What follows belongs to an exercise in optimizing a design on an open flow for small area, a short achievable clock period and few clock cycles per item; a production flow would make more cautious choices. The RTL was checked by simulation tests, not by an equivalence proof against the original design.

== v33 ==
Design arr_multiplier_pipe, start of the top module:
module arr_multiplier_pipe #(
  parameter int INPUT_BIT_SIZE = 32,
  parameter int STAGES         = 4
) (
  input  logic                          Clk,
  input  logic                          Reset,
  input  logic                          InValid,
  output logic                          InReady,
  input  logic [INPUT_BIT_SIZE-1:0]     InA,
  input  logic [INPUT_BIT_SIZE-1:0]     InB,
  input  logic                          Signed,
  output logic                          OutValid,
  input  logic                          OutReady,
  output logic [2*INPUT_BIT_SIZE-1:0]   Out
);
For scale: ~2800 cells after synthesis, about 31000 µm² of cells after synthesis.
==> flow/config.mk <==
export PLATFORM = sky130hd
export DESIGN_NAME = arr_multiplier_pipe
export DESIGN_NICKNAME = arr_multiplier_pipe
export VERILOG_FILES = /design/flow/design.v
export SDC_FILE = /design/flow/constraint.sdc
export NUM_CORES = 4
export LEC_CHECK = 0
export ABC_AREA = 1
export CAP_MARGIN = 20
export CORE_MARGIN = 2
export CORE_UTILIZATION = 40
export CTS_CLUSTER_DIAMETER = 100
export CTS_CLUSTER_SIZE = 25
export SLEW_MARGIN = 20
export SYNTH_HIERARCHICAL = 1
export SYNTH_MINIMUM_KEEP_SIZE = 0
==> flow/constraint.sdc <==
create_clock -name core_clock -period 24.0 [get_ports {Clk}]
set_input_delay 4.8000 -clock core_clock [delete_from_list [all_inputs] [get_ports {Clk}]]
set_output_delay 4.8000 -clock core_clock [all_outputs]
set_load 0.01 [all_outputs]
standard.sh (not shown) runs the stock make flow with config.mk's settings and CLKGATE_MAP_FILE= SYNTH_SCRIPT=/design/flow/synth_recipe.tcl, a recipe that flattens the netlist after the stock synthesis.
==> flow/flow/run.sh <==
#!/bin/bash
# The standard layout (standard.sh), with three changes to how it is made:
#  - the input and output ports get sky130_fd_sc_hd__buf_1 buffers instead of the
#    buffer the resizer picks on its own (a slow delay cell);
#  - the resizer's timing repair aims for SETUP_SLACK_MARGIN ns of setup slack, so it
#    works on the paths that set the achieved period, not only on violations;
#  - clock tree synthesis adds no dummy loads (same clustering as config.mk).
# The clock period, SDC and every other setting are the standard flow's. The make output goes to
# standard.log; each ORFS step keeps its own log under orfs/logs/.
set -euo pipefail
export SETUP_SLACK_MARGIN=18.0
export BUFFER_PORTS_ARGS="-buffer_cell sky130_fd_sc_hd__buf_1"
export CTS_ARGS="-sink_clustering_enable -repair_clock_nets -dont_use_dummy_load -sink_clustering_size 25 -sink_clustering_max_diameter 100"
bash standard.sh > standard.log 2>&1
Testbench counts of v33, summed over its fixed seeds: cycles 12,024, items 12,000.
Input changes introduced in v22 (baseline for comparison: v33):
Settings: changing CORE_UTILIZATION from 40 to 50; setting PLACE_DENSITY to 0.65 for the first time; setting GPL_TIMING_DRIVEN to 0 for the first time.
--- a/flow/flow/run.sh
+++ b/flow/flow/run.sh
@@ -1,5 +1,5 @@
 #!/bin/bash
 # The standard layout (standard.sh), with three changes to how it is made:
-#  - the input and output ports get sky130_fd_sc_hd__buf_1 buffers instead of the
+#  - the input and output ports get sky130_fd_sc_hd__buf_2 buffers instead of the
 #    buffer the resizer picks on its own (a slow delay cell);
 #  - the resizer's timing repair aims for SETUP_SLACK_MARGIN ns of setup slack, so it
@@ -10,5 +10,5 @@
 set -euo pipefail
 export SETUP_SLACK_MARGIN=18.0
-export BUFFER_PORTS_ARGS="-buffer_cell sky130_fd_sc_hd__buf_1"
+export BUFFER_PORTS_ARGS="-buffer_cell sky130_fd_sc_hd__buf_2"
 export CTS_ARGS="-sink_clustering_enable -repair_clock_nets -dont_use_dummy_load -sink_clustering_size 25 -sink_clustering_max_diameter 100"
 bash standard.sh > standard.log 2>&1
--- outcome ---
- v22 ran to completion and came out clean on the timing, DRC and antenna checks.
- | first-iteration DRC count | higher: v22 |
- v33 → v22: worst setup slack after placement moved down; post-CTS setup repair buffer count moved up.
Here is what was changed in the inputs of v20 compared with v22.
Settings: removing GPL_TIMING_DRIVEN (formerly 0).
--- a/flow/flow/run.sh
+++ b/flow/flow/run.sh
@@ -11,4 +11,4 @@
 export SETUP_SLACK_MARGIN=18.0
 export BUFFER_PORTS_ARGS="-buffer_cell sky130_fd_sc_hd__buf_2"
-export CTS_ARGS="-sink_clustering_enable -repair_clock_nets -dont_use_dummy_load -sink_clustering_size 25 -sink_clustering_max_diameter 100"
+export CTS_ARGS="-sink_clustering_enable -repair_clock_nets -dont_use_dummy_load -sink_clustering_size 25 -sink_clustering_max_diameter 100 -num_static_layers 1"
 bash standard.sh > standard.log 2>&1
Findings:
- v20: all stages complete, timing, DRC and antenna checks passed
- Relative to v22, relative max-transition margin increased by 4.7 points in v20.
- Synthesis-to-finish area growth on v20 is down relative to v22.
- Changes observed in v20 relative to v22: number of global-route vias before repair shrank by about 2.2%, filler cell count in the final layout shrank by about 0.4%.
- v22 -> v20: cell count after synthesis flat
- Compared with v22, v20 has extra setup slack.
- In v20, first-iteration DRC count is lower than in v22.
- Min maximum clock rate across v22 and v20: v22
Setup changes, v20 to v18
--- a/flow/flow/run.sh
+++ b/flow/flow/run.sh
@@ -11,4 +11,4 @@
 export SETUP_SLACK_MARGIN=18.0
 export BUFFER_PORTS_ARGS="-buffer_cell sky130_fd_sc_hd__buf_2"
-export CTS_ARGS="-sink_clustering_enable -repair_clock_nets -dont_use_dummy_load -sink_clustering_size 25 -sink_clustering_max_diameter 100 -num_static_layers 1"
+export CTS_ARGS="-sink_clustering_enable -repair_clock_nets -dont_use_dummy_load -sink_clustering_size 25 -sink_clustering_max_diameter 100"
 bash standard.sh > standard.log 2>&1
[summary]
Of v18 and v20, the run reporting the lower number of DRC markers in iteration 0 was v20. ~same H-tree depth in v18 and v20. Re number of max-capacitance violations reported: no difference whatsoever between v20 and v18.

## separate check: timing with driven ports
In the flow no input, the clock included, has a driving cell. The finished layouts below were timed again as built, in two steps.
Step 1 assumes that a clkbuf_16 drives the clock port and a buf_2 every other input.
Step 2 adds t to the input delays and takes it off the output delays; t is the mean of the earliest and latest rising clock arrival at the registers after step 1. Input paths then give back, and output paths get back, about the clock's delay inside the block.
Slacks: no drivers / after step 1 / after step 2; pairs: no drivers / after step 1.
| run | t (ns) | setup WS [ns] | worst hold slack (ns) | worst setup path after step 2 | worst register clock-pin slew, ns |
|---|---|---|---|---|---|
| v33 | 0.624 | 17.966 / 17.901 / 17.695 | 0.454 / 0.454 / 0.454 | input to register | 0.10 / 0.10 |
| v22 | 0.593 | 18.047 / 17.982 / 17.779 | 0.455 / 0.455 / 0.455 | input to register | 0.10 / 0.10 |
| v20 | 0.601 | 18.081 / 18.016 / 17.840 | 0.452 / 0.452 / 0.452 | input to register | 0.11 / 0.11 |
| v18 | 0.607 | 18.076 / 18.011 / 17.839 | 0.452 / 0.452 / 0.452 | input to register | 0.10 / 0.10 |
After both steps every run listed still meets setup and hold. The setup slack of v33, which loses most, moves by -0.065 ns with the drivers and by -0.271 ns with both steps.
